Context: an optimization exercise on an open-source flow, tuned for small area, a short achievable clock period and few clock cycles per item. The choices shown serve that exercise and are no tape-out recipe. The RTL was checked by simulation tests, not by an equivalence proof against the original design. No activity file was given, so power comes from the tool's default toggle rates.

==> flow/design.v (outline; a module is shown in full before it is edited, if it fits) <==
// module conv_requant_packer: 1585 lines
// module rq_fa: 4 lines
// module rq_ha: 4 lines
module conv_requant_packer #(
  parameter int DATA_WIDTH = 8,
  parameter int ACC_WIDTH  = 32,
  parameter int BUS_WIDTH  = 128,
  parameter int ADDR_WIDTH = 18
) (
  input  logic                  clk,
  input  logic                  rst,
  input  logic                  start,
  input  logic [ADDR_WIDTH-1:0] cfg_base_addr,
  input  logic [15:0]           cfg_scale,
  input  logic [4:0]            cfg_shift,
  input  logic [1:0]            cfg_act_mode,
  input  logic [DATA_WIDTH-1:0] cfg_clip_max,
  output logic                  busy,
  output logic                  done,
  input  logic                  in_valid,
  output logic                  in_ready,
  input  logic [ACC_WIDTH-1:0]  in_acc,
  input  logic [ACC_WIDTH-1:0]  in_bias,
  input  logic                  in_last,
  output logic                  out_valid,
  input  logic                  out_ready,
  output logic [ADDR_WIDTH-1:0] out_addr,
  output logic [BUS_WIDTH-1:0]  out_data,
  output logic                  out_last,
  output logic [15:0]           sat_count
);
  // ...
==> flow/run.sh <==
#!/bin/bash
# synth_recipe.tcl (not shown) runs the flow's synth.tcl, then flattens the netlist and writes it again
# the make line also repeats each setting of config.mk as NAME=value (left out here)
make -C /OpenROAD-flow-scripts/flow DESIGN_CONFIG=/design/flow/config.mk WORK_HOME=/design/flow/orfs CLKGATE_MAP_FILE= SYNTH_SCRIPT=/design/flow/synth_recipe.tcl finish
==> flow/config.mk <==
export PLATFORM = sky130hd
export DESIGN_NAME = conv_requant_packer
export DESIGN_NICKNAME = conv_requant_packer
export VERILOG_FILES = /design/flow/design.v
export SDC_FILE = /design/flow/constraint.sdc
export NUM_CORES = 4
export LEC_CHECK = 0
export ABC_AREA = 1
export CAP_MARGIN = 20
export CORE_MARGIN = 2
export CORE_UTILIZATION = 40
export SETUP_SLACK_MARGIN = 3.8
export SLEW_MARGIN = 20
export SYNTH_HIERARCHICAL = 1
export SYNTH_MINIMUM_KEEP_SIZE = 0
==> flow/constraint.sdc <==
create_clock -name core_clock -period 7.5 [get_ports {clk}]
set_input_delay 1.5000 -clock core_clock [delete_from_list [all_inputs] [get_ports {clk}]]
set_output_delay 1.5000 -clock core_clock [all_outputs]
set_load 0.01 [all_outputs]
==> impl_metrics.prom, run 1 <==
# TYPE chip_impl_metric gauge
chip_impl_metric{name="fin_skew",unit="ns"} 0.03904
chip_impl_metric{name="layout_worst_path_cycle_share",unit=""} 0.4907
chip_impl_info{name="clock_tree_from_tritoncts",value="done"} 1
chip_impl_info{name="largest_family_of_logic_cells_by_synthesized_area",value="adder cells"} 1
chip_impl_metric{name="groute.layer.met2.usage",unit=""} 0.3927
chip_impl_metric{name="seqCellArea",unit="sq um"} 10370
chip_impl_info{name="setup.worst_path.end",value="s2_c_q[21]$_DFFE_PN_"} 1
chip_impl_metric{name="swShare",unit=""} 0.4593
chip_impl_metric{name="yosys.area_share.adder",unit=""} 0.2215
chip_impl_metric{name="drcViolationCount",unit=""} 0
chip_impl_metric{name="wl_per_cell",unit="um"} 20.61
chip_impl_metric{name="grt_max_degree",unit=""} 77
chip_impl_metric{name="signal_buffers",unit=""} 374
chip_impl_metric{name="use_met3",unit=""} 0.04087
chip_impl_metric{name="grt_antenna_before_repair",unit=""} 1
chip_impl_info{name="crit_top_cell",value="sky130_fd_sc_hd__fa_1"} 1
chip_impl_info{name="unrepaired_setup_endpoints_after_global_routing",value="yes"} 1
chip_impl_metric{name="cp_data_arrival_time",unit="ns"} 3.96
chip_impl_metric{name="worst_vdd_ir",unit="mV"} 0.2499
chip_impl_metric{name="final_cell_count_no_fill",unit=""} 4197
chip_impl_info{name="timing.rr.start",value="cfg_one_q[3]$_DFFE_PP_"} 1
chip_impl_info{name="outcome",value="no timing/DRC/antenna violations"} 1
chip_impl_info{name="cts.root.buffer_cell",value="sky130_fd_sc_hd__clkbuf_16"} 1
chip_impl_metric{name="antenna-diode-count",unit=""} 0
chip_impl_metric{name="fp.dieW",unit="um"} 271.2
chip_impl_metric{name="cp.buffers_inverters",unit=""} 2
chip_impl_info{name="holdCritStartpoint",value="s1_last_q$_DFFE_PN_"} 1
chip_impl_metric{name="seqPwrFrac",unit=""} 0.208
chip_impl_metric{name="power.clock.fraction",unit=""} 0.131
chip_impl_metric{name="total_routing_resource_utilization_after_global_routing",unit=""} 0.2289
chip_impl_info{name="mostFrequentLayoutCell",value="sky130_fd_sc_hd__nand2_1"} 1
chip_impl_info{name="critPathCaptureType",value="register"} 1
chip_impl_metric{name="layout_setup_ws",unit="ns"} 3.820
chip_impl_metric{name="taps",unit=""} 940
chip_impl_metric{name="syn_inst",unit=""} 2964
chip_impl_metric{name="final_hpwl_dp",unit="um"} 60560
chip_impl_info{name="synth.most_common_cell",value="sky130_fd_sc_hd__nand2_1"} 1
Testbench counts, summed over its fixed seeds: cycles 9,487, items 9,247.
==> inputs of run 2 (changes only) <==
==> flow/flow/run.sh (new file) <==
#!/bin/bash
set -euo pipefail
export BUFFER_PORTS_ARGS="-buffer_cell sky130_fd_sc_hd__buf_1"
bash standard.sh "BUFFER_PORTS_ARGS=$BUFFER_PORTS_ARGS" finish > flow_make.log 2>&1
==> flow/standard.sh (new file) <==
#!/bin/bash
# synth_recipe.tcl (not shown) runs the flow's synth.tcl, then flattens the netlist and writes it again
# the make line also repeats each setting of config.mk as NAME=value (left out here)
make -C /OpenROAD-flow-scripts/flow DESIGN_CONFIG=/design/flow/config.mk WORK_HOME=/design/flow/orfs CLKGATE_MAP_FILE= SYNTH_SCRIPT=/design/flow/synth_recipe.tcl "${@:-finish}"
removed: flow/run.sh
==> run 2 against run 1 <==
Combinational power is essentially flat. Die area stayed put. Clock skew fell by 0.014 ns. Synthesized cell count did not move. Area after synthesis did not move. Non-clock buffer count decreased by 6. Routed wire length decreased by 6.7%. Core utilization is 2.8 points lower. Clock-buffer cell count shrank 1. Sequential share of layout area grew 1.8 points. Final cell count decreased by 0.17%. Critical endpoint is now s2_c_q[22]$_DFFE_PN_. Largest cell class unchanged. Largest power group unchanged. Highest routed layer is now met5.
==> impl_metrics.prom, run 2 <==
# TYPE chip_impl_metric gauge
chip_impl_info{name="critical_path.cell_chain",value="inv_1, o22ai_1, xor2_1, fa_1, fa_1, fa_1, fa_1"} 1
chip_impl_metric{name="drv_cap",unit=""} 0
chip_impl_info{name="critPathCaptureType",value="register"} 1
chip_impl_metric{name="postRouteAntennaNets",unit=""} 0
chip_impl_metric{name="floorplan.initialDensity",unit=""} 0.4057
chip_impl_metric{name="rows",unit=""} 97
chip_impl_metric{name="syn_avg_cell_area",unit="sq um"} 9.634
chip_impl_metric{name="layout_setup_ws",unit="ns"} 3.838
chip_impl_metric{name="reg_clk_slew_reported_paths",unit="ns"} 0.06
chip_impl_metric{name="worst_ep_required_time",unit="ns"} 7.81
chip_impl_metric{name="grt_antenna_before_repair",unit=""} 2
chip_impl_metric{name="number_of_nets_produced_by_synthesis",unit=""} 3445
chip_impl_metric{name="final-setup-viol-count",unit=""} 0
chip_impl_info{name="cpMaxStageDelayCell",value="sky130_fd_sc_hd__inv_1"} 1
chip_impl_info{name="worstReg2RegEnd",value="s2_c_q[22]$_DFFE_PN_"} 1
chip_impl_metric{name="post_route_cells_drive_above_1_share",unit=""} 0.09634
chip_impl_metric{name="synth-seq-area-share",unit=""} 0.3632
chip_impl_metric{name="synth.yosys.warnings",unit=""} 7
chip_impl_metric{name="utilization",unit=""} 0.4675
chip_impl_info{name="synth_top_area_cell",value="sky130_fd_sc_hd__edfxtp_1"} 1
chip_impl_info{name="critical-path-top-delay-family",value="adder cells"} 1
chip_impl_metric{name="reg2reg_path_depth",unit=""} 7
chip_impl_metric{name="setup_total_negative_slack",unit="ns"} 0
chip_impl_metric{name="static-leakage-power",unit="nW"} 13.50
chip_impl_metric{name="power.combinational.fraction",unit=""} 0.658
chip_impl_info{name="mostFrequentLayoutCell",value="sky130_fd_sc_hd__nand2_1"} 1
chip_impl_metric{name="port-buffer-count",unit=""} 285
chip_impl_metric{name="drcViolationCount",unit=""} 0
chip_impl_metric{name="number_of_global_route_vias_before_repair",unit=""} 22330
chip_impl_metric{name="cts_max_level",unit=""} 2
chip_impl_metric{name="netlist_area",unit="sq um"} 28550
chip_impl_metric{name="drv_slew",unit=""} 0
chip_impl_info{name="holdCritStartpoint",value="s2_last_q$_DFFE_PN_"} 1
chip_impl_metric{name="clkSinkCount",unit=""} 354
chip_impl_metric{name="vias",unit=""} 22370
chip_impl_metric{name="final_hpwl_dp",unit="um"} 57070
chip_impl_info{name="timing_worst_setup_path_type",value="reg -> reg"} 1
chip_impl_info{name="synth.most_common_cell",value="sky130_fd_sc_hd__nand2_1"} 1
chip_impl_metric{name="p_int",unit="mW"} 8.668
chip_impl_info{name="outcome",value="no timing/DRC/antenna violations"} 1
chip_impl_info{name="crit_top_cell",value="sky130_fd_sc_hd__fa_1"} 1
chip_impl_metric{name="gpl_congestion",unit=""} 0.9234
chip_impl_metric{name="syn_inst",unit=""} 2964
chip_impl_metric{name="seqPwrFrac",unit=""} 0.213
chip_impl_metric{name="fp.dieW",unit="um"} 271.2
chip_impl_metric{name="grt.overflow.total",unit=""} 0
chip_impl_metric{name="power.density_cell_area",unit="nW/um^2"} 482.5
chip_impl_metric{name="path_max_fanout",unit=""} 16
chip_impl_metric{name="cp_data_arrival_time",unit="ns"} 3.97
chip_impl_metric{name="design.final.nets",unit=""} 3698
chip_impl_metric{name="viasPerCell",unit=""} 5.338
chip_impl_info{name="max_flop_register",value="word_q"} 1
chip_impl_metric{name="swShare",unit=""} 0.4541
chip_impl_metric{name="final_period_minus_worst_setup_slack",unit="ns"} 3.662
chip_impl_metric{name="layout_worst_path_cycle_share",unit=""} 0.4883
chip_impl_metric{name="fin_skew",unit="ns"} 0.02539
chip_impl_metric{name="wl_per_cell",unit="um"} 19.26
chip_impl_info{name="synth_top_flop_cell",value="sky130_fd_sc_hd__edfxtp_1"} 1
chip_impl_info{name="setup.worst_path.start_class",value="register"} 1
chip_impl_metric{name="die_area",unit="sq um"} 73540
chip_impl_metric{name="synth-edff-count",unit=""} 328
chip_impl_metric{name="total_count_of_hold_check_failures_in_the_final_report",unit=""} 0
chip_impl_metric{name="final_cell_count_no_fill",unit=""} 4190
chip_impl_metric{name="power.clock.fraction",unit=""} 0.129
chip_impl_metric{name="pre_cts_slack",unit="ns"} 3.205
chip_impl_metric{name="area_delta_synth_final",unit="%"} 15.25
chip_impl_metric{name="whs",unit="ns"} 0.4196
chip_impl_metric{name="power.switching",unit="mW"} 7.211
chip_impl_metric{name="holdPathStages",unit=""} 0
chip_impl_metric{name="worstSkewPairLatency",unit="ns"} 0.59
chip_impl_info{name="min_to",value="s3_last_q$_DFFE_PN_"} 1
chip_impl_metric{name="post-place-cells",unit=""} 4058
chip_impl_info{name="worst_hold_path_type",value="reg -> reg"} 1
chip_impl_metric{name="cts_inserted_buffers",unit=""} 41
chip_impl_metric{name="core_area",unit="sq um"} 70390
chip_impl_metric{name="synthDominantCellAreaShare",unit=""} 0.3449
chip_impl_metric{name="ys_ff_latch",unit=""} 354
chip_impl_metric{name="placedInstanceArea",unit="sq um"} 30460
chip_impl_info{name="unrepaired_setup_endpoints_after_global_routing",value="yes"} 1
chip_impl_info{name="timing.rr.start",value="s1_b_q[15]$_DFFE_PN_"} 1
chip_impl_metric{name="crit_path_max_incr_delay",unit="ns"} 0.58
chip_impl_info{name="ys_top_cells_by_area",value="sky130_fd_sc_hd__edfxtp_1, sky130_fd_sc_hd__fa_1, sky130_fd_sc_hd__xor2_1"} 1
chip_impl_metric{name="routed_wl",unit="um"} 80700
chip_impl_metric{name="slew_headroom",unit=""} 0.3058
chip_impl_metric{name="final_area",unit="sq um"} 32910
chip_impl_metric{name="dr.pass1.iters",unit=""} 7
chip_impl_info{name="most-common-layout-cells",value="sky130_fd_sc_hd__nand2_1, sky130_fd_sc_hd__edfxtp_1, sky130_fd_sc_hd__inv_1"} 1
chip_impl_metric{name="cp.buffers_inverters",unit=""} 1
chip_impl_metric{name="max-clock-path-buffers",unit=""} 3
chip_impl_metric{name="drtIter0Drc",unit=""} 1951
chip_impl_metric{name="worst_vdd_ir",unit="mV"} 0.2891
chip_impl_info{name="worstSetupStartpoint",value="s1_b_q[15]$_DFFE_PN_"} 1
chip_impl_metric{name="grt_max_degree",unit=""} 76
chip_impl_metric{name="chip_height",unit="um"} 271.2
chip_impl_metric{name="fill_cells",unit=""} 6699
chip_impl_metric{name="tightest_slew",unit="ns"} 1.030
chip_impl_info{name="largestRegisters",value="word_q: 128 flops, s2_a_q: 48 flops, s2_c_q: 47 flops"} 1
chip_impl_info{name="cts.root.buffer_cell",value="sky130_fd_sc_hd__clkbuf_16"} 1
chip_impl_metric{name="timing.reg2reg.setup_slack",unit="ns"} 3.84
chip_impl_metric{name="ys_async_sr_fraction",unit=""} 0
chip_impl_metric{name="post_synth_num_cell_types",unit=""} 56
chip_impl_metric{name="largest_register_ff_count",unit=""} 128
chip_impl_metric{name="achievable-frequency",unit="GHz"} 0.2730
chip_impl_info{name="top_cells_by_count_synth",value="sky130_fd_sc_hd__nand2_1, sky130_fd_sc_hd__inv_1, sky130_fd_sc_hd__edfxtp_1, sky130_fd_sc_hd__xor2_1, sky130_fd_sc_hd__o22ai_1"} 1
chip_impl_metric{name="top_level_ports",unit=""} 286
chip_impl_metric{name="p_total",unit="mW"} 15.88
chip_impl_metric{name="postCtsHoldBufs",unit=""} 0
chip_impl_metric{name="grt_first_pass_wirelength",unit="um"} 125400
chip_impl_info{name="clock_tree_from_tritoncts",value="done"} 1
chip_impl_metric{name="total_routing_resource_utilization_after_global_routing",unit=""} 0.2151
[run 2: modules after synthesis (local to each module, per instance)]
module	cells	area, sq um	copies in the design	flip-flops and latches
conv_requant_packer	2733	24080	1	354
rq_fa	1	20.02	211	0
rq_ha	1	12.51	20	0
[run 2: worst max-delay path by stage]
stage | to | cells after the start | slack, ns
after floorplan | word_q[88]$_DFFE_PP_ | 6 | 2.54
after global placement | s3_hi_q$_DFFE_PN_ | 26 | 3.28
after detailed placement | s3_hi_q$_DFFE_PN_ | 25 | 3.20
after CTS | s2_c_q[25]$_DFFE_PN_ | 7 | 3.67
after global routing | s3_hi_q$_DFFE_PN_ | 24 | 3.64
final | s2_c_q[22]$_DFFE_PN_ | 7 | 3.84
[run 2: per-layer routing]
metal | GRT usage | routed length (um)
met5 | 0 | 12
met4 | 0.08777 | 3288
met3 | 0.03653 | 6230
met2 | 0.3542 | 37710
met1 | 0.2822 | 33450
[run 2: what timing repair did]
action / 4_1_cts / 5_1_grt
setup buffers: 3 / 47
endpoints found under the setup margin: 162 / 191
cloned: 2 / 4
pin swaps: 3 / 24
gates resized for setup: 30 / 94
[run 2: final cells by class]
class / count / area [sq um] / area share
antenna: 1 / 2.502 / 0.00007604
clock buffer: 46 / 1045 / 0.03175
clock inverter: 29 / 346.6 / 0.01053
inverter: 343 / 1366 / 0.04152
multi-input combinational: 2105 / 16690 / 0.5071
sequential: 354 / 10370 / 0.3151
tap: 940 / 1176 / 0.03574
timing repair buffer: 368 / 1884 / 0.05726
timing repair inverter: 4 / 30.03 / 0.0009124
[run 2: cell families after synthesis]
kind of cell | synth area share
and+or+nand+nor | 0.1291
buffers and inverters | 0.06949
AOI/OAI and AO/OA | 0.1105
muxes | 0.004163
adders and majority gates | 0.2215
DFF | 0.3632
xor gates and xnor gates | 0.1021
[run 2: worst register-to-register path, cell delays in order, from the launching register on]
cell and delay [ns]:
sky130_fd_sc_hd__edfxtp_1 0.38, sky130_fd_sc_hd__inv_1 0.58, sky130_fd_sc_hd__o22ai_1 0.21, sky130_fd_sc_hd__xor2_1 0.26
sky130_fd_sc_hd__fa_1 0.48, sky130_fd_sc_hd__fa_1 0.43, sky130_fd_sc_hd__fa_1 0.56, sky130_fd_sc_hd__fa_1 0.48
[run 2: power by group through the flow]
stage / combinational [mW] / sequential, mW / clock, mW
global placement: 9.52 / 3.37 / 0
global route: 11.8 / 3.42 / 2.17
finish: 10.5 / 3.38 / 2.05
floorplan: 6.68 / 3.31 / 0
detailed placement: 9.66 / 3.38 / 0
CTS: 9.83 / 3.34 / 2.10
==> inputs of run 3 (changes only) <==
--- a/flow/config.mk
+++ b/flow/config.mk
@@ -10,4 +10,5 @@
 export CORE_MARGIN = 2
 export CORE_UTILIZATION = 40
+export PLACE_DENSITY = 0.9
 export SETUP_SLACK_MARGIN = 3.8
 export SLEW_MARGIN = 20
==> run 3 against run 2 <==
Still clean on timing, DRC and antenna. Via count increased by 7.2%. Die area unchanged. First-iteration DRC count increased by 79%. Core utilization decreased by 0.19 points. Clock power decreased by 12%. Total power increased by 5.1%. Critical endpoint is now s2_c_q[26]$_DFFE_PN_. Largest cell class unchanged.
==> impl_metrics.prom, run 3 <==
# TYPE chip_impl_metric gauge
chip_impl_metric{name="clkSinkCount",unit=""} 354
chip_impl_info{name="critPathCaptureType",value="register"} 1
chip_impl_metric{name="wl_per_cell",unit="um"} 19.46
chip_impl_metric{name="drcViolationCount",unit=""} 0
chip_impl_metric{name="dr.pass1.iters",unit=""} 12
chip_impl_info{name="synth.most_common_cell",value="sky130_fd_sc_hd__nand2_1"} 1
chip_impl_info{name="timing.rr.start",value="s1_b_q[22]$_DFFE_PN_"} 1
chip_impl_metric{name="fin_skew",unit="ns"} 0.03748
chip_impl_metric{name="worst_vdd_ir",unit="mV"} 0.3793
chip_impl_metric{name="cts_max_level",unit=""} 2
chip_impl_info{name="setup.worst_path.start_class",value="register"} 1
chip_impl_metric{name="ys_ff_latch",unit=""} 354
chip_impl_metric{name="total_routing_resource_utilization_after_global_routing",unit=""} 0.2095
chip_impl_metric{name="utilization",unit=""} 0.4656
chip_impl_metric{name="layout_worst_path_cycle_share",unit=""} 0.5034
chip_impl_metric{name="final-setup-viol-count",unit=""} 0
chip_impl_info{name="outcome",value="no timing/DRC/antenna violations"} 1
chip_impl_metric{name="total_count_of_hold_check_failures_in_the_final_report",unit=""} 0
chip_impl_metric{name="drv_cap",unit=""} 0
chip_impl_metric{name="area_delta_synth_final",unit="%"} 14.78
chip_impl_metric{name="proportion_of_synthesized_area_in_mux_cells",unit=""} 0.004163
chip_impl_metric{name="largest_register_ff_count",unit=""} 128
chip_impl_metric{name="grt_first_pass_wirelength",unit="um"} 124300
chip_impl_metric{name="grt_antenna_before_repair",unit=""} 3
chip_impl_metric{name="synth-seq-area-share",unit=""} 0.3632
chip_impl_info{name="max_flop_register",value="word_q"} 1
chip_impl_metric{name="achievable-frequency",unit="GHz"} 0.2649
chip_impl_metric{name="synth.yosys.warnings",unit=""} 7
chip_impl_metric{name="tightest_slew",unit="ns"} 0.9606
chip_impl_metric{name="cp_data_arrival_time",unit="ns"} 4.06
chip_impl_metric{name="fp.dieW",unit="um"} 271.2
chip_impl_metric{name="viasPerCell",unit=""} 5.731
chip_impl_metric{name="design.final.nets",unit=""} 3696
chip_impl_info{name="synth_top_area_cell",value="sky130_fd_sc_hd__edfxtp_1"} 1
chip_impl_metric{name="fill_cells",unit=""} 6149
chip_impl_metric{name="setup_total_negative_slack",unit="ns"} 0
chip_impl_metric{name="final_hpwl_dp",unit="um"} 55470
chip_impl_metric{name="routed_wl",unit="um"} 81410
chip_impl_metric{name="final_period_minus_worst_setup_slack",unit="ns"} 3.776
chip_impl_metric{name="netlist_area",unit="sq um"} 28550
chip_impl_metric{name="holdPathStages",unit=""} 0
chip_impl_metric{name="grt_max_degree",unit=""} 79
chip_impl_metric{name="number_of_nets_produced_by_synthesis",unit=""} 3445
chip_impl_metric{name="syn_inst",unit=""} 2964
chip_impl_info{name="largestRegisters",value="word_q: 128 flops, s2_a_q: 48 flops, s2_c_q: 47 flops"} 1
chip_impl_info{name="min_to",value="s3_last_q$_DFFE_PN_"} 1
chip_impl_metric{name="synth_compound_area_frac",unit=""} 0.1105
chip_impl_info{name="worst_hold_path_type",value="reg -> reg"} 1
chip_impl_info{name="holdCritStartpoint",value="s2_last_q$_DFFE_PN_"} 1
chip_impl_metric{name="path_max_fanout",unit=""} 16
chip_impl_metric{name="synth-edff-count",unit=""} 328
chip_impl_metric{name="yosys.area_share.adder",unit=""} 0.2215
chip_impl_metric{name="synth_simple_gate_area_frac",unit=""} 0.1291
chip_impl_metric{name="slew_headroom",unit=""} 0.3596
chip_impl_info{name="clock_tree_from_tritoncts",value="done"} 1
chip_impl_metric{name="top_level_ports",unit=""} 286
chip_impl_metric{name="static-leakage-power",unit="nW"} 13.39
chip_impl_metric{name="post_synth_num_cell_types",unit=""} 56
chip_impl_metric{name="number_of_global_route_vias_before_repair",unit=""} 23630
chip_impl_metric{name="power.density_cell_area",unit="nW/um^2"} 509.2
chip_impl_info{name="synth_top_flop_cell",value="sky130_fd_sc_hd__edfxtp_1"} 1
chip_impl_metric{name="post_synth_xor_area_fraction",unit=""} 0.1021
chip_impl_info{name="timing_worst_setup_path_type",value="reg -> reg"} 1
chip_impl_metric{name="reg2reg_path_depth",unit=""} 7
chip_impl_metric{name="drv_slew",unit=""} 0
chip_impl_metric{name="postCtsHoldBufs",unit=""} 0
chip_impl_metric{name="timing.reg2reg.setup_slack",unit="ns"} 3.72
chip_impl_info{name="largest_family_of_logic_cells_by_synthesized_area",value="adder cells"} 1
chip_impl_info{name="mostFrequentLayoutCell",value="sky130_fd_sc_hd__nand2_1"} 1
chip_impl_metric{name="placedInstanceArea",unit="sq um"} 30460
chip_impl_metric{name="p_total",unit="mW"} 16.69
chip_impl_info{name="cts.root.buffer_cell",value="sky130_fd_sc_hd__clkbuf_16"} 1
chip_impl_metric{name="die_area",unit="sq um"} 73540
chip_impl_info{name="most-common-layout-cells",value="sky130_fd_sc_hd__nand2_1, sky130_fd_sc_hd__edfxtp_1, sky130_fd_sc_hd__inv_1"} 1
chip_impl_metric{name="grt.overflow.total",unit=""} 0
chip_impl_metric{name="ys_async_sr_fraction",unit=""} 0
chip_impl_metric{name="final_area",unit="sq um"} 32780
chip_impl_metric{name="gpl_congestion",unit=""} 0.9804
chip_impl_info{name="ys_top_cells_by_area",value="sky130_fd_sc_hd__edfxtp_1, sky130_fd_sc_hd__fa_1, sky130_fd_sc_hd__xor2_1"} 1
chip_impl_metric{name="port-buffer-count",unit=""} 285
chip_impl_info{name="worstSetupStartpoint",value="s1_b_q[22]$_DFFE_PN_"} 1
chip_impl_metric{name="chip_height",unit="um"} 271.2
chip_impl_info{name="top_cells_by_count_synth",value="sky130_fd_sc_hd__nand2_1, sky130_fd_sc_hd__inv_1, sky130_fd_sc_hd__edfxtp_1, sky130_fd_sc_hd__xor2_1, sky130_fd_sc_hd__o22ai_1"} 1
chip_impl_metric{name="worstSkewPairLatency",unit="ns"} 0.57
chip_impl_metric{name="postRouteAntennaNets",unit=""} 0
chip_impl_metric{name="post_route_cells_drive_above_1_share",unit=""} 0.09870
chip_impl_info{name="worstReg2RegEnd",value="s2_c_q[26]$_DFFE_PN_"} 1
chip_impl_info{name="unrepaired_setup_endpoints_after_global_routing",value="yes"} 1
chip_impl_metric{name="drtIter0Drc",unit=""} 3485
chip_impl_metric{name="syn_avg_cell_area",unit="sq um"} 9.634
chip_impl_metric{name="rows",unit=""} 97
chip_impl_metric{name="worst_ep_required_time",unit="ns"} 7.78
chip_impl_metric{name="reg_clk_slew_reported_paths",unit="ns"} 0.06
chip_impl_metric{name="cts_inserted_buffers",unit=""} 37
chip_impl_metric{name="vias",unit=""} 23970
chip_impl_metric{name="floorplan.initialDensity",unit=""} 0.4057
chip_impl_metric{name="synthDominantCellAreaShare",unit=""} 0.3449
chip_impl_metric{name="max-clock-path-buffers",unit=""} 3
chip_impl_metric{name="core_area",unit="sq um"} 70390
-- run 3: cell counts after synthesis --
Identical to the previous run, type by type.
-- run 3: cells by family (layout without fill, tap and decap cells) --
group | Yosys count | in the layout
XOR/XNOR | 333 | 333
AO/OA/AOI/OAI | 535 | 535
multiplexers | 11 | 11
adder cells (fa/ha/maj) | 362 | 362
other | 0 | 1
flip-flops | 354 | 354
AND/OR/NAND/NOR | 864 | 865
buffers and inverters | 505 | 782
-- run 3: timing repair --
item                                    CTS  global route
setup buffers                             1            47
pin swaps                                 2            32
gates cloned                              5             3
resized for setup                        42           102
endpoints found under the setup margin  107           176
-- run 3: final cells by class --
type,instances,area (sq um),share of cell area
Inverter,343,1369,0.04176
Timing Repair inverter,4,30.03,0.0009162
Clock inverter,22,220.2,0.006719
Antenna cell,1,2.502,0.00007635
Clock buffer,44,952.2,0.02905
Tap cell,940,1176,0.03588
Multi-Input combinational cell,2106,16760,0.5115
Sequential cell,354,10370,0.3164
Timing Repair Buffer,369,1891,0.05768
-- run 3: worst max-delay path by stage --
| stage | to | depth (start not counted) |
|---|---|---|
| detailed placement | word_q[18]$_DFFE_PP_ | 21 |
| CTS | s2_c_q[34]$_DFFE_PN_ | 8 |
| global route | s3_hi_q$_DFFE_PN_ | 25 |
| floorplan | word_q[88]$_DFFE_PP_ | 6 |
| finish | s2_c_q[26]$_DFFE_PN_ | 7 |
| global placement | word_q[10]$_DFFE_PP_ | 21 |
-- run 3: stage by stage --
stage / hold WS, ns / setup WS [ns] / instances
5_1_grt: 0.4423 / 3.463 / 4182
4_1_cts: 0.4178 / 3.749 / 4132
6_report: 0.4147 / 3.724 / 4183
2_1_floorplan: 0.4003 / 2.537 / 2964
3_3_place_gp: 0.4032 / 3.371 / 4060
3_5_place_dp: 0.4045 / 3.230 / 4060
-- run 3: power breakdown --
part	switching (mW)	leakage, nW	internal, mW
Clock	0.787	0.566	1.02
Combinational	6.84	9.32	4.61
Sequential	0.284	3.50	3.14
-- run 3: worst max-delay path, stage by stage, from the launching register on --
cell	delay, ns
sky130_fd_sc_hd__edfxtp_1	0.42
sky130_fd_sc_hd__clkinvlp_4	0.41
sky130_fd_sc_hd__o22ai_1	0.35
sky130_fd_sc_hd__xor2_1	0.24
sky130_fd_sc_hd__fa_1	0.48
sky130_fd_sc_hd__fa_1	0.47
sky130_fd_sc_hd__fa_1	0.54
sky130_fd_sc_hd__fa_1	0.58
-- run 3: Yosys stat by module, one instance, submodules excluded --
module | flops+latches | times used | cells inside
rq_fa | 0 | 211 | 1
conv_requant_packer | 354 | 1 | 2733
rq_ha | 0 | 20 | 1
-- run 3: layer usage --
metal | wire (um) | GRT usage | share of wire | vias up
li1 | - | - | - | 10470
met1 | 29140 | 0.2526 | 0.36 | 11140
met2 | 37680 | 0.3494 | 0.46 | 1845
met3 | 9642 | 0.05670 | 0.12 | 509
met4 | 4926 | 0.09760 | 0.061 | 4
met5 | 21 | 0 | 0.00026 | -
==> inputs of run 4 (changes only) <==
--- a/flow/config.mk
+++ b/flow/config.mk
@@ -10,5 +10,5 @@
 export CORE_MARGIN = 2
 export CORE_UTILIZATION = 40
-export PLACE_DENSITY = 0.9
+export PLACE_DENSITY = 0.75
 export SETUP_SLACK_MARGIN = 3.8
 export SLEW_MARGIN = 20
==> run 4 against run 3 <==
Still clean. Critical path type unchanged. Final cell count decreased by 0.12%. Core utilization is 0.24 points lower. Via count fell by 4.6%.
==> impl_metrics.prom, run 4 <==
# TYPE chip_impl_metric gauge
chip_impl_metric{name="design.final.nets",unit=""} 3688
chip_impl_metric{name="cts_max_level",unit=""} 2
chip_impl_info{name="cpMaxStageDelayCell",value="sky130_fd_sc_hd__fa_1"} 1
chip_impl_metric{name="drtIter0Drc",unit=""} 2438
chip_impl_metric{name="reg2reg_path_depth",unit=""} 7
chip_impl_info{name="setup.worst_path.start_class",value="register"} 1
chip_impl_info{name="most-common-layout-cells",value="sky130_fd_sc_hd__nand2_1, sky130_fd_sc_hd__edfxtp_1, sky130_fd_sc_hd__inv_1"} 1
chip_impl_metric{name="gpl_congestion",unit=""} 0.9337
chip_impl_metric{name="number_of_global_route_vias_before_repair",unit=""} 22320
chip_impl_metric{name="drv_slew",unit=""} 0
chip_impl_metric{name="core_area",unit="sq um"} 70390
chip_impl_info{name="timing_worst_setup_path_type",value="reg -> reg"} 1
chip_impl_info{name="synth.most_common_cell",value="sky130_fd_sc_hd__nand2_1"} 1
chip_impl_info{name="min_to",value="s2_last_q$_DFFE_PN_"} 1
chip_impl_metric{name="drcViolationCount",unit=""} 0
chip_impl_info{name="worstReg2RegEnd",value="s2_c_q[30]$_DFFE_PN_"} 1
chip_impl_metric{name="setup_total_negative_slack",unit="ns"} 0
chip_impl_metric{name="final-setup-viol-count",unit=""} 0
chip_impl_metric{name="synth-seq-area-share",unit=""} 0.3632
chip_impl_metric{name="floorplan.initialDensity",unit=""} 0.4057
chip_impl_metric{name="total_routing_resource_utilization_after_global_routing",unit=""} 0.2042
chip_impl_info{name="critPathCaptureType",value="register"} 1
chip_impl_metric{name="slew_headroom",unit=""} 0.3990
chip_impl_metric{name="drv_cap",unit=""} 0
chip_impl_metric{name="post_route_cells_drive_above_1_share",unit=""} 0.08529
chip_impl_metric{name="netlist_area",unit="sq um"} 28550
chip_impl_info{name="holdCritStartpoint",value="s1_last_q$_DFFE_PN_"} 1
chip_impl_metric{name="cts_inserted_buffers",unit=""} 38
chip_impl_metric{name="worstSkewPairLatency",unit="ns"} 0.57
chip_impl_metric{name="die_area",unit="sq um"} 73540
chip_impl_metric{name="crit_path_max_incr_delay",unit="ns"} 0.58
chip_impl_metric{name="timing.reg2reg.setup_slack",unit="ns"} 3.82
chip_impl_metric{name="layout_worst_path_cycle_share",unit=""} 0.4904
chip_impl_metric{name="achievable-frequency",unit="GHz"} 0.2719
chip_impl_metric{name="port-buffer-count",unit=""} 285
chip_impl_metric{name="ys_ff_latch",unit=""} 354
chip_impl_metric{name="rows",unit=""} 97
chip_impl_metric{name="top_level_ports",unit=""} 286
chip_impl_metric{name="synthDominantCellAreaShare",unit=""} 0.3449
chip_impl_info{name="critical-path-top-delay-family",value="adder cells"} 1
chip_impl_metric{name="chip_height",unit="um"} 271.2
chip_impl_metric{name="post_synth_num_cell_types",unit=""} 56
chip_impl_info{name="ys_top_cells_by_area",value="sky130_fd_sc_hd__edfxtp_1, sky130_fd_sc_hd__fa_1, sky130_fd_sc_hd__xor2_1"} 1
chip_impl_info{name="unrepaired_setup_endpoints_after_global_routing",value="yes"} 1
chip_impl_metric{name="postCtsHoldBufs",unit=""} 0
chip_impl_metric{name="largest_register_ff_count",unit=""} 128
chip_impl_info{name="crit_top_cell",value="sky130_fd_sc_hd__fa_1"} 1
chip_impl_metric{name="grt_antenna_before_repair",unit=""} 5
chip_impl_metric{name="synth.yosys.warnings",unit=""} 7
chip_impl_metric{name="reg_clk_slew_reported_paths",unit="ns"} 0.06
chip_impl_info{name="timing.rr.start",value="s1_b_q[27]$_DFFE_PN_"} 1
chip_impl_metric{name="synth-edff-count",unit=""} 328
chip_impl_metric{name="path_max_fanout",unit=""} 16
chip_impl_info{name="synth_top_area_cell",value="sky130_fd_sc_hd__edfxtp_1"} 1
chip_impl_info{name="clock_tree_from_tritoncts",value="done"} 1
chip_impl_metric{name="worst_ep_required_time",unit="ns"} 7.77
chip_impl_info{name="mostFrequentLayoutCell",value="sky130_fd_sc_hd__nand2_1"} 1
chip_impl_metric{name="fin_skew",unit="ns"} 0.01547
chip_impl_metric{name="power.density_cell_area",unit="nW/um^2"} 497.4
chip_impl_metric{name="area_delta_synth_final",unit="%"} 14.18
chip_impl_info{name="outcome",value="no timing/DRC/antenna violations"} 1
chip_impl_metric{name="clkSinkCount",unit=""} 354
chip_impl_metric{name="number_of_nets_produced_by_synthesis",unit=""} 3445
chip_impl_metric{name="wl_per_cell",unit="um"} 18.49
chip_impl_metric{name="static-leakage-power",unit="nW"} 13.43
chip_impl_metric{name="worst_vdd_ir",unit="mV"} 0.3001
chip_impl_metric{name="total_count_of_hold_check_failures_in_the_final_report",unit=""} 0
chip_impl_metric{name="syn_avg_cell_area",unit="sq um"} 9.634
chip_impl_metric{name="p_total",unit="mW"} 16.22
chip_impl_metric{name="postRouteAntennaNets",unit=""} 0
chip_impl_metric{name="vias",unit=""} 22860
chip_impl_metric{name="grt_max_degree",unit=""} 73
chip_impl_metric{name="holdPathStages",unit=""} 0
chip_impl_info{name="worst_hold_path_type",value="reg -> reg"} 1
chip_impl_metric{name="cp_data_arrival_time",unit="ns"} 3.94
chip_impl_metric{name="max-clock-path-buffers",unit=""} 3
chip_impl_metric{name="final_hpwl_dp",unit="um"} 55200
chip_impl_metric{name="ys_async_sr_fraction",unit=""} 0
chip_impl_metric{name="fp.dieW",unit="um"} 271.2
chip_impl_info{name="largestRegisters",value="word_q: 128 flops, s2_a_q: 48 flops, s2_c_q: 47 flops"} 1
chip_impl_info{name="max_flop_register",value="word_q"} 1
chip_impl_info{name="critical_path.cell_chain",value="inv_1, o22ai_1, xor2_1, fa_1, fa_1, fa_1, fa_1"} 1
chip_impl_metric{name="final_period_minus_worst_setup_slack",unit="ns"} 3.678
chip_impl_info{name="cts.root.buffer_cell",value="sky130_fd_sc_hd__clkbuf_16"} 1
chip_impl_info{name="top_cells_by_count_synth",value="sky130_fd_sc_hd__nand2_1, sky130_fd_sc_hd__inv_1, sky130_fd_sc_hd__edfxtp_1, sky130_fd_sc_hd__xor2_1, sky130_fd_sc_hd__o22ai_1"} 1
chip_impl_metric{name="grt.overflow.total",unit=""} 0
chip_impl_metric{name="dr.pass1.iters",unit=""} 8
chip_impl_metric{name="grt_first_pass_wirelength",unit="um"} 120700
chip_impl_metric{name="viasPerCell",unit=""} 5.471
chip_impl_metric{name="syn_inst",unit=""} 2964
chip_impl_metric{name="routed_wl",unit="um"} 77260
chip_impl_metric{name="tightest_slew",unit="ns"} 0.9015
chip_impl_info{name="synth_top_flop_cell",value="sky130_fd_sc_hd__edfxtp_1"} 1
chip_impl_metric{name="cp.buffers_inverters",unit=""} 1
run 4: cell types whose count changed in the layout (fill, tap and decap cells not counted), sizes merged:
cell / before / now
clkinvlp: 26 / 17
diode: 1 / 2
bufinv: 3 / 5
inv: 327 / 332
buf: 366 / 362
run 4: cell families (layout without fill, tap and decap cells):
kind of cell,after synthesis,count (layout),synth area share
and+or+nand+nor,864,865,0.1291
xor gates and xnor gates,333,333,0.1021
AOI/OAI and AO/OA,535,535,0.1105
buffers and inverters,505,776,0.06949
muxes,11,11,0.004163
DFF,354,354,0.3632
other,0,2,0
adders and majority gates,362,362,0.2215
run 4: timing repair:
item / CTS / global route
gates cloned: 3 / 0
buffers inserted: 7 / 37
pin swaps: 2 / 9
endpoints found under the setup margin: 101 / 176
resized for setup: 25 / 68
run 4: area by class of cell:
class	instances	area (sq um)
fillers	6532	37790
multi-input cells	2106	16620
flip-flops and latches	354	10370
repair buffers	362	1758
inverters	343	1346
well taps	940	1176
clock buffers	47	1015
clock inverters	22	299.0
repair inverters	2	15.01
diodes	2	5.005
run 4: report_power, final:
group          switching (mW)  leakage [nW]  internal (mW)  total [mW]
combinational            6.56          9.30           4.33        10.9
sequential              0.232          3.50           3.13        3.37
clock                   0.803         0.638           1.15        1.96
total                    7.60          13.4           8.62        16.2
run 4: per-layer routing:
layer  global-route usage  part of all wire  vias to the layer above
met5                    0           0.00030                        -
met4              0.09124             0.046                        4
met3              0.03529             0.089                      286
met2               0.3458              0.48                     1360
met1               0.2563              0.39                    10760
li1                     -                 -                    10450
run 4: Yosys stat by module, one instance, submodules excluded:
module / times used / area (sq um)
conv_requant_packer: 1 / 24080
rq_fa: 211 / 20.02
rq_ha: 20 / 12.51
run 4: how the worst max path moves through the flow:
stage | start | endpoint | depth (start not counted)
after CTS | s2_a_q[5]$_DFFE_PN_ | s3_hi_q$_DFFE_PN_ | 25
after global routing | s2_a_q[12]$_DFFE_PN_ | s3_hi_q$_DFFE_PN_ | 23
after detailed placement | s2_a_q[3]$_DFFE_PN_ | s3_hi_q$_DFFE_PN_ | 25
final | s1_b_q[27]$_DFFE_PN_ | s2_c_q[30]$_DFFE_PN_ | 7
after global placement | s2_a_q[3]$_DFFE_PN_ | s3_hi_q$_DFFE_PN_ | 25
after floorplan | out_ready | word_q[88]$_DFFE_PP_ | 6
run 4: per-stage QoR:
stage	instances	hold WS (ns)	setup slack (ns)	cell area, sq um	utilization
CTS	4139	0.4239	3.623	31960	0.4540
finish	4178	0.4261	3.822	32600	0.4632
detailed placement	4060	0.4061	2.706	30460	0.4327
floorplan	2964	0.4003	2.537	28670	-
global route	4178	0.4248	3.644	32600	0.4632
global placement	4060	0.4023	2.744	30460	0.4327
==> inputs of run 5 (changes only) <==
--- a/flow/config.mk
+++ b/flow/config.mk
@@ -10,4 +10,5 @@
 export CORE_MARGIN = 2
 export CORE_UTILIZATION = 40
+export GPL_ROUTABILITY_DRIVEN = 0
 export PLACE_DENSITY = 0.75
 export SETUP_SLACK_MARGIN = 3.8
==> run 5 against run 4 <==
Area after synthesis unchanged. Sequential share of layout area fell by 0.097 points. Clock skew grew 0.0090 ns. Sequential power hardly changed.
==> impl_metrics.prom, run 5 <==
# TYPE chip_impl_metric gauge
chip_impl_metric{name="top_level_ports",unit=""} 286
chip_impl_metric{name="drv_slew",unit=""} 0
chip_impl_metric{name="holdPathStages",unit=""} 0
chip_impl_metric{name="post-place-cells",unit=""} 4054
chip_impl_info{name="critPathCaptureType",value="register"} 1
chip_impl_metric{name="worstSkewPairLatency",unit="ns"} 0.59
chip_impl_metric{name="reg2reg_path_depth",unit=""} 25
chip_impl_metric{name="path_max_fanout",unit=""} 19
chip_impl_metric{name="utilization",unit=""} 0.4646
chip_impl_metric{name="post_synth_num_cell_types",unit=""} 56
chip_impl_info{name="synth.most_common_cell",value="sky130_fd_sc_hd__nand2_1"} 1
chip_impl_info{name="cts.root.buffer_cell",value="sky130_fd_sc_hd__clkbuf_16"} 1
chip_impl_metric{name="power.clock.fraction",unit=""} 0.121
chip_impl_info{name="max_flop_register",value="word_q"} 1
chip_impl_metric{name="synth-edff-count",unit=""} 328
chip_impl_metric{name="worst_ep_required_time",unit="ns"} 7.96
chip_impl_metric{name="synth.yosys.warnings",unit=""} 7
chip_impl_info{name="outcome",value="no timing/DRC/antenna violations"} 1
chip_impl_metric{name="clkSinkCount",unit=""} 354
chip_impl_metric{name="postRouteAntennaNets",unit=""} 0
chip_impl_metric{name="pre_cts_slack",unit="ns"} 2.691
chip_impl_metric{name="routed_wl",unit="um"} 77910
chip_impl_info{name="timing_worst_setup_path_type",value="reg -> reg"} 1
chip_impl_metric{name="vias",unit=""} 22980
chip_impl_metric{name="power.density_cell_area",unit="nW/um^2"} 494.7
chip_impl_metric{name="drv_cap",unit=""} 0
chip_impl_metric{name="seqPwrFrac",unit=""} 0.209
chip_impl_metric{name="area_delta_synth_final",unit="%"} 14.53
chip_impl_metric{name="reg_clk_slew_reported_paths",unit="ns"} 0.06
chip_impl_metric{name="power.switching",unit="mW"} 7.582
chip_impl_metric{name="largest_register_ff_count",unit=""} 128
chip_impl_metric{name="synth-seq-area-share",unit=""} 0.3632
chip_impl_metric{name="synthDominantCellAreaShare",unit=""} 0.3449
chip_impl_metric{name="design.final.nets",unit=""} 3695
chip_impl_metric{name="fin_skew",unit="ns"} 0.02451
chip_impl_metric{name="swShare",unit=""} 0.4687
chip_impl_info{name="synth_top_flop_cell",value="sky130_fd_sc_hd__edfxtp_1"} 1
chip_impl_info{name="critical-path-top-delay-family",value="simple AND/OR/NAND/NOR gates"} 1
chip_impl_metric{name="die_area",unit="sq um"} 73540
chip_impl_info{name="most-common-layout-cells",value="sky130_fd_sc_hd__nand2_1, sky130_fd_sc_hd__edfxtp_1, sky130_fd_sc_hd__inv_1"} 1
chip_impl_info{name="synth_top_area_cell",value="sky130_fd_sc_hd__edfxtp_1"} 1
chip_impl_metric{name="drtIter0Drc",unit=""} 2697
chip_impl_metric{name="setup_total_negative_slack",unit="ns"} 0
chip_impl_metric{name="p_total",unit="mW"} 16.18
chip_impl_metric{name="cp.depth",unit=""} 25
chip_impl_metric{name="syn_avg_cell_area",unit="sq um"} 9.634
chip_impl_metric{name="layout_worst_path_cycle_share",unit=""} 0.4897
chip_impl_metric{name="drcViolationCount",unit=""} 0
chip_impl_metric{name="port-buffer-count",unit=""} 285
chip_impl_metric{name="p_int",unit="mW"} 8.597
chip_impl_info{name="unrepaired_setup_endpoints_after_global_routing",value="yes"} 1
chip_impl_metric{name="grt_max_degree",unit=""} 72
chip_impl_info{name="setup.worst_path.start_class",value="register"} 1
chip_impl_metric{name="grt_first_pass_wirelength",unit="um"} 120600
chip_impl_metric{name="worst_vdd_ir",unit="mV"} 0.3360
chip_impl_metric{name="crit_path_max_incr_delay",unit="ns"} 0.42
chip_impl_metric{name="core_area",unit="sq um"} 70390
chip_impl_metric{name="viasPerCell",unit=""} 5.488
chip_impl_metric{name="fp.dieW",unit="um"} 271.2
chip_impl_metric{name="final_hpwl_dp",unit="um"} 54010
chip_impl_metric{name="total_routing_resource_utilization_after_global_routing",unit=""} 0.2047
chip_impl_metric{name="achievable-frequency",unit="GHz"} 0.2723
chip_impl_metric{name="rows",unit=""} 97
chip_impl_metric{name="timing.reg2reg.setup_slack",unit="ns"} 3.83
chip_impl_metric{name="number_of_nets_produced_by_synthesis",unit=""} 3445
chip_impl_info{name="largestRegisters",value="word_q: 128 flops, s2_a_q: 48 flops, s2_c_q: 47 flops"} 1
chip_impl_metric{name="syn_inst",unit=""} 2964
chip_impl_metric{name="ys_async_sr_fraction",unit=""} 0
chip_impl_info{name="mostFrequentLayoutCell",value="sky130_fd_sc_hd__nand2_1"} 1
chip_impl_metric{name="cp_data_arrival_time",unit="ns"} 4.13
chip_impl_metric{name="netlist_area",unit="sq um"} 28550
chip_impl_metric{name="total_count_of_hold_check_failures_in_the_final_report",unit=""} 0
chip_impl_info{name="cpMaxStageDelayCell",value="sky130_fd_sc_hd__fa_2"} 1
chip_impl_metric{name="layout_setup_ws",unit="ns"} 3.827
chip_impl_info{name="worst_hold_path_type",value="reg -> reg"} 1
chip_impl_metric{name="grt_antenna_before_repair",unit=""} 5
chip_impl_metric{name="cts_inserted_buffers",unit=""} 39
chip_impl_metric{name="tightest_slew",unit="ns"} 0.9126
chip_impl_metric{name="chip_height",unit="um"} 271.2
chip_impl_metric{name="final_cell_count_no_fill",unit=""} 4187
chip_impl_metric{name="slew_headroom",unit=""} 0.3916
chip_impl_metric{name="static-leakage-power",unit="nW"} 13.43
chip_impl_metric{name="final-setup-viol-count",unit=""} 0
chip_impl_info{name="ys_top_cells_by_area",value="sky130_fd_sc_hd__edfxtp_1, sky130_fd_sc_hd__fa_1, sky130_fd_sc_hd__xor2_1"} 1
chip_impl_metric{name="floorplan.initialDensity",unit=""} 0.4057
chip_impl_metric{name="final_period_minus_worst_setup_slack",unit="ns"} 3.673
chip_impl_metric{name="dr.pass1.iters",unit=""} 6
chip_impl_info{name="clock_tree_from_tritoncts",value="done"} 1
chip_impl_info{name="top_cells_by_count_synth",value="sky130_fd_sc_hd__nand2_1, sky130_fd_sc_hd__inv_1, sky130_fd_sc_hd__edfxtp_1, sky130_fd_sc_hd__xor2_1, sky130_fd_sc_hd__o22ai_1"} 1
chip_impl_metric{name="ys_ff_latch",unit=""} 354
chip_impl_metric{name="cp.buffers_inverters",unit=""} 1
chip_impl_metric{name="number_of_global_route_vias_before_repair",unit=""} 22360
chip_impl_metric{name="grt.overflow.total",unit=""} 0
chip_impl_metric{name="max-clock-path-buffers",unit=""} 3
chip_impl_metric{name="wl_per_cell",unit="um"} 18.61
chip_impl_info{name="crit_top_cell",value="sky130_fd_sc_hd__nand2_1"} 1
chip_impl_metric{name="post_route_cells_drive_above_1_share",unit=""} 0.08976
chip_impl_metric{name="power.combinational.fraction",unit=""} 0.670
chip_impl_metric{name="cts_max_level",unit=""} 2
## run 5: timing repair
action,CTS,global route
setup buffers,2,50
pin swaps,4,12
cloned,4,2
setup endpoints to repair,124,192
gates resized for setup,35,67
hold buffers,0,0
## run 5: final timing paths
path	start	to
min	s2_last_q$_DFFE_PN_	s3_last_q$_DFFE_PN_
max reg2reg	s2_a_q[5]$_DFFE_PN_	s3_hi_q$_DFFE_PN_
min reg2reg	s2_last_q$_DFFE_PN_	s3_last_q$_DFFE_PN_
max	s2_a_q[5]$_DFFE_PN_	s3_hi_q$_DFFE_PN_
## run 5: area by class of cell
cell class | instances | area, sq um
fill | 6500 | 37690
multi-input combinational | 2106 | 16610
sequential | 354 | 10370
timing repair buffer | 365 | 1838
inverter | 343 | 1358
tap | 940 | 1176
clock buffer | 48 | 1010
clock inverter | 21 | 287.8
timing repair inverter | 5 | 37.54
antenna | 5 | 12.51
## run 5: power groups by stage
stage / Clock (mW) / Sequential [mW] / Combinational (mW)
2_1_floorplan: 0 / 3.31 / 6.68
3_3_place_gp: 0 / 3.36 / 9.75
3_5_place_dp: 0 / 3.38 / 10.1
4_1_cts: 2.00 / 3.35 / 10.2
5_1_grt: 2.08 / 3.42 / 12.0
6_report: 1.96 / 3.38 / 10.8
## run 5: Yosys stat by module, one instance, submodules excluded
| module | flops+latches | copies in the design | area (sq um) | cells inside |
|---|---|---|---|---|
| conv_requant_packer | 354 | 1 | 24080 | 2733 |
| rq_fa | 0 | 211 | 20.02 | 1 |
| rq_ha | 0 | 20 | 12.51 | 1 |
## run 5: routing by layer
layer,track usage,vias to the layer above,share of wire
met2,0.3359,1477,0.47
met3,0.04830,306,0.11
met4,0.09890,0,0.047
li1,-,10450,-
met5,0,-,0
met1,0.2546,10750,0.38
## run 5: worst reg2reg max path: cells and delay by family, from the launching register on
family          cells  cell delay (ns)
simple gates       20             2.08
xor+xnor            1             0.18
buf+inv             1             0.08
fa+ha+maj           2             0.76
compound gates      1             0.07
flops               1             0.38
## run 5: kinds of logic (layout without fill, tap and decap cells)
logic type	after synthesis	count (layout)	share of synthesized area
AND/OR/NAND/NOR	864	865	0.1291
XOR/XNOR	333	333	0.1021
multiplexers	11	11	0.004163
adder cells (fa/ha/maj)	362	362	0.2215
AO/OA/AOI/OAI	535	535	0.1105
flip-flops	354	354	0.3632
other	0	5	0
buffers and inverters	505	782	0.06949
## run 5: per-stage QoR
stage	cell area (sq um)	hold WS (ns)
floorplan	28670	0.4003
global placement	30410	0.4012
detailed placement	30410	0.4215
CTS	31880	0.4364
global route	32700	0.4542
finish	32700	0.4425
==> inputs of run 6 (changes only) <==
--- a/flow/config.mk
+++ b/flow/config.mk
@@ -11,5 +11,4 @@
 export CORE_UTILIZATION = 40
 export GPL_ROUTABILITY_DRIVEN = 0
-export PLACE_DENSITY = 0.75
 export SETUP_SLACK_MARGIN = 3.8
 export SLEW_MARGIN = 20
==> run 6 against run 5 <==
Hold slack worse by 0.023 ns. Core utilization is 0.25 points higher. First-iteration DRC count is 32% lower. Critical endpoint is now s2_c_q[19]$_DFFE_PN_. Via count is 3.1% lower. Sequential power hardly changed. Highest routed layer unchanged. Sequential cell count stayed put. Synthesized cell count stayed put. Register-to-register slack better by 0.03 ns. Setup slack better by 0.029 ns.
==> impl_metrics.prom, run 6 <==
# TYPE chip_impl_metric gauge
chip_impl_metric{name="pre_cts_slack",unit="ns"} 2.680
chip_impl_metric{name="rows",unit=""} 97
chip_impl_metric{name="vias",unit=""} 22270
chip_impl_info{name="max_flop_register",value="word_q"} 1
chip_impl_metric{name="drv_cap",unit=""} 0
chip_impl_metric{name="netlist_area",unit="sq um"} 28550
chip_impl_info{name="most-common-layout-cells",value="sky130_fd_sc_hd__nand2_1, sky130_fd_sc_hd__edfxtp_1, sky130_fd_sc_hd__inv_1"} 1
chip_impl_metric{name="worst_vdd_ir",unit="mV"} 0.2837
chip_impl_metric{name="fin_skew",unit="ns"} 0.03021
chip_impl_metric{name="static-leakage-power",unit="nW"} 13.49
chip_impl_info{name="min_to",value="s3_last_q$_DFFE_PN_"} 1
chip_impl_metric{name="chip_height",unit="um"} 271.2
chip_impl_metric{name="cts_max_level",unit=""} 2
chip_impl_metric{name="path_max_fanout",unit=""} 16
chip_impl_metric{name="synth-seq-area-share",unit=""} 0.3632
chip_impl_info{name="synth.most_common_cell",value="sky130_fd_sc_hd__nand2_1"} 1
chip_impl_metric{name="final_hpwl_dp",unit="um"} 56270
chip_impl_metric{name="max-clock-path-buffers",unit=""} 3
chip_impl_metric{name="achievable-frequency",unit="GHz"} 0.2744
chip_impl_metric{name="p_total",unit="mW"} 16.20
chip_impl_metric{name="floorplan.initialDensity",unit=""} 0.4057
chip_impl_metric{name="total_routing_resource_utilization_after_global_routing",unit=""} 0.2130
chip_impl_metric{name="reg_clk_slew_reported_paths",unit="ns"} 0.06
chip_impl_metric{name="grt_antenna_before_repair",unit=""} 0
chip_impl_info{name="outcome",value="no timing/DRC/antenna violations"} 1
chip_impl_metric{name="syn_avg_cell_area",unit="sq um"} 9.634
chip_impl_metric{name="drv_slew",unit=""} 0
chip_impl_metric{name="wl_per_cell",unit="um"} 19.06
chip_impl_metric{name="timing.reg2reg.setup_slack",unit="ns"} 3.86
chip_impl_metric{name="area_delta_synth_final",unit="%"} 15.16
chip_impl_metric{name="synthDominantCellAreaShare",unit=""} 0.3449
chip_impl_metric{name="core_area",unit="sq um"} 70390
chip_impl_metric{name="post_synth_num_cell_types",unit=""} 56
chip_impl_metric{name="total_count_of_hold_check_failures_in_the_final_report",unit=""} 0
chip_impl_metric{name="post_route_cells_drive_above_1_share",unit=""} 0.09411
chip_impl_metric{name="cts_inserted_buffers",unit=""} 41
chip_impl_info{name="timing_worst_setup_path_type",value="reg -> reg"} 1
chip_impl_metric{name="postRouteAntennaNets",unit=""} 0
chip_impl_info{name="mostFrequentLayoutCell",value="sky130_fd_sc_hd__nand2_1"} 1
chip_impl_metric{name="clkSinkCount",unit=""} 354
chip_impl_info{name="largestRegisters",value="word_q: 128 flops, s2_a_q: 48 flops, s2_c_q: 47 flops"} 1
chip_impl_metric{name="grt.overflow.total",unit=""} 0
chip_impl_metric{name="worst_ep_required_time",unit="ns"} 7.81
chip_impl_info{name="holdCritStartpoint",value="s2_last_q$_DFFE_PN_"} 1
chip_impl_metric{name="tightest_slew",unit="ns"} 1.100
chip_impl_info{name="crit_top_cell",value="sky130_fd_sc_hd__fa_1"} 1
chip_impl_metric{name="postCtsHoldBufs",unit=""} 0
chip_impl_metric{name="drtIter0Drc",unit=""} 1833
chip_impl_metric{name="cp_data_arrival_time",unit="ns"} 3.95
chip_impl_metric{name="dr.pass1.iters",unit=""} 5
chip_impl_info{name="worstReg2RegEnd",value="s2_c_q[19]$_DFFE_PN_"} 1
chip_impl_metric{name="final_period_minus_worst_setup_slack",unit="ns"} 3.644
chip_impl_metric{name="number_of_global_route_vias_before_repair",unit=""} 21970
chip_impl_metric{name="crit_path_max_incr_delay",unit="ns"} 0.54
chip_impl_metric{name="slew_headroom",unit=""} 0.2590
chip_impl_metric{name="ys_ff_latch",unit=""} 354
chip_impl_info{name="clock_tree_from_tritoncts",value="done"} 1
chip_impl_info{name="synth_top_flop_cell",value="sky130_fd_sc_hd__edfxtp_1"} 1
chip_impl_info{name="top_cells_by_count_synth",value="sky130_fd_sc_hd__nand2_1, sky130_fd_sc_hd__inv_1, sky130_fd_sc_hd__edfxtp_1, sky130_fd_sc_hd__xor2_1, sky130_fd_sc_hd__o22ai_1"} 1
chip_impl_info{name="setup.worst_path.start_class",value="register"} 1
chip_impl_info{name="ys_top_cells_by_area",value="sky130_fd_sc_hd__edfxtp_1, sky130_fd_sc_hd__fa_1, sky130_fd_sc_hd__xor2_1"} 1
chip_impl_metric{name="setup_total_negative_slack",unit="ns"} 0
chip_impl_metric{name="number_of_nets_produced_by_synthesis",unit=""} 3445
chip_impl_metric{name="synth-edff-count",unit=""} 328
chip_impl_metric{name="utilization",unit=""} 0.4671
chip_impl_metric{name="viasPerCell",unit=""} 5.324
chip_impl_metric{name="design.final.nets",unit=""} 3690
chip_impl_metric{name="ys_async_sr_fraction",unit=""} 0
chip_impl_metric{name="top_level_ports",unit=""} 286
chip_impl_metric{name="worstSkewPairLatency",unit="ns"} 0.59
chip_impl_metric{name="grt_max_degree",unit=""} 89
chip_impl_metric{name="die_area",unit="sq um"} 73540
chip_impl_metric{name="drcViolationCount",unit=""} 0
chip_impl_metric{name="largest_register_ff_count",unit=""} 128
chip_impl_metric{name="reg2reg_path_depth",unit=""} 7
chip_impl_info{name="synth_top_area_cell",value="sky130_fd_sc_hd__edfxtp_1"} 1
chip_impl_metric{name="syn_inst",unit=""} 2964
chip_impl_info{name="cpMaxStageDelayCell",value="sky130_fd_sc_hd__inv_1"} 1
chip_impl_metric{name="fp.dieW",unit="um"} 271.2
chip_impl_metric{name="port-buffer-count",unit=""} 285
chip_impl_info{name="worst_hold_path_type",value="reg -> reg"} 1
chip_impl_info{name="critical_path.cell_chain",value="inv_1, o22ai_1, xor2_1, fa_1, fa_1, fa_1, fa_1"} 1
chip_impl_info{name="timing.rr.start",value="s1_b_q[14]$_DFFE_PN_"} 1
chip_impl_metric{name="grt_first_pass_wirelength",unit="um"} 124000
chip_impl_metric{name="layout_setup_ws",unit="ns"} 3.856
chip_impl_info{name="critPathCaptureType",value="register"} 1
chip_impl_info{name="cts.root.buffer_cell",value="sky130_fd_sc_hd__clkbuf_16"} 1
chip_impl_metric{name="power.density_cell_area",unit="nW/um^2"} 492.8
chip_impl_metric{name="layout_worst_path_cycle_share",unit=""} 0.4858
chip_impl_metric{name="routed_wl",unit="um"} 79730
chip_impl_info{name="unrepaired_setup_endpoints_after_global_routing",value="yes"} 1
chip_impl_metric{name="synth.yosys.warnings",unit=""} 7
chip_impl_metric{name="final-setup-viol-count",unit=""} 0
chip_impl_metric{name="holdPathStages",unit=""} 0
==> run 6: cell counts after synthesis <==
No cell type changed its count.
==> run 6: final cells by class <==
class / instances / area [sq um]
Fill cell: 6779 / 37510
Sequential cell: 354 / 10370
Clock inverter: 21 / 345.3
Inverter: 343 / 1349
Timing Repair Buffer: 359 / 1752
Multi-Input combinational cell: 2108 / 16790
Timing Repair inverter: 2 / 15.01
Tap cell: 940 / 1176
Clock buffer: 54 / 1085
Antenna cell: 1 / 2.502
==> run 6: per-stage QoR <==
step / instances / hold slack [ns] / cell area [sq um]
global route: 4181 / 0.4263 / 32880
CTS: 4144 / 0.4188 / 32090
finish: 4182 / 0.4190 / 32880
floorplan: 2964 / 0.4003 / 28670
detailed placement: 4058 / 0.4045 / 30450
global placement: 4058 / 0.4019 / 30450
==> run 6: repair_timing <==
action / CTS / global route
buffers inserted: 8 / 35
setup endpoints to repair: 140 / 176
gates cloned: 3 / 2
gates resized for setup: 24 / 101
pin swaps: 5 / 24
endpoints found under the hold margin: 0 / 0
==> run 6: worst max-delay path by stage <==
stage | from | endpoint | cells past startpoint
floorplan | out_ready | word_q[88]$_DFFE_PP_ | 6
global placement | s2_a_q[13]$_DFFE_PN_ | s3_hi_q$_DFFE_PN_ | 24
detailed placement | s2_c_q[3]$_DFFE_PN_ | s3_hi_q$_DFFE_PN_ | 25
CTS | s2_c_q[3]$_DFFE_PN_ | s3_hi_q$_DFFE_PN_ | 25
global route | s2_a_q[6]$_DFFE_PN_ | s3_hi_q$_DFFE_PN_ | 25
finish | s1_b_q[14]$_DFFE_PN_ | s2_c_q[19]$_DFFE_PN_ | 7
==> run 6: kinds of logic (layout without fill, tap and decap cells) <==
kind of cell	Yosys count	after routing	synth area share
AO/OA/AOI/OAI	535	535	0.1105
XOR/XNOR	333	333	0.1021
adder cells (fa/ha/maj)	362	362	0.2215
buffers and inverters	505	779	0.06949
flip-flops	354	354	0.3632
multiplexers	11	11	0.004163
other	0	1	0
AND/OR/NAND/NOR	864	867	0.1291
==> run 6: metal layers <==
metal | wire, um | part of all wire | GRT usage
met1 | 33100 | 0.42 | 0.2782
met3 | 6118 | 0.077 | 0.03379
met4 | 3158 | 0.040 | 0.08748
met2 | 37350 | 0.47 | 0.3537
met5 | 0 | 0 | 0
==> run 6: per-module statistics from Yosys, one instance, submodules excluded <==
module | area (sq um) | cells inside | copies in the design
conv_requant_packer | 24080 | 2733 | 1
rq_fa | 20.02 | 1 | 211
rq_ha | 12.51 | 1 | 20
==> run 6: critical path: cells and delay by family (launching register included) <==
| family | cells | cell delay [ns] |
|---|---|---|
| compound gates | 1 | 0.20 |
| xor+xnor | 1 | 0.20 |
| fa+ha+maj | 4 | 1.98 |
| buf+inv | 1 | 0.54 |
| flops | 1 | 0.42 |
==> run 6: report_power, final <==
| part | switching (mW) | total [mW] | leakage (nW) | internal [mW] |
|---|---|---|---|---|
| sequential | 0.244 | 3.38 | 3.50 | 3.14 |
| clock | 0.852 | 2.13 | 0.686 | 1.28 |
| combinational | 6.31 | 10.7 | 9.30 | 4.39 |

==> re-timing with driven ports <==
How much do the figures lean on ideal ports? The routed layouts below were timed once more, with nothing changed but the port constraints. Step 1, drivers: a clkbuf_16 drives clk and a buf_2 each remaining input, both assumed. Step 2 adds t to the input delays and takes it off the output delays; t is the mean of the earliest and latest rising clock arrival at the registers after step 1. Input paths then give back, and output paths get back, about the clock's delay inside the block. Slacks: ideal / step 1 / step 2; pairs: ideal / step 1.
run | t (ns) | setup slack, ns | clock arrival spread, ns | pins driven straight from the clock port
run 1 | 0.631 | 3.820 / 3.807 / 3.355 | 0.039 / 0.039 | 1
run 2 | 0.632 | 3.838 / 3.838 / 3.490 | 0.025 / 0.026 | 1
run 3 | 0.617 | 3.724 / 3.724 / 3.460 | 0.041 / 0.041 | 1
run 4 | 0.631 | 3.822 / 3.822 / 3.471 | 0.015 / 0.016 | 1
run 5 | 0.645 | 3.827 / 3.810 / 3.424 | 0.026 / 0.026 | 1
run 6 | 0.637 | 3.856 / 3.829 / 3.486 | 0.032 / 0.032 | 1
After both steps every run listed still meets setup and hold. The setup slack of run 1, which loses most, moves by -0.013 ns with the drivers and by -0.465 ns with both steps.
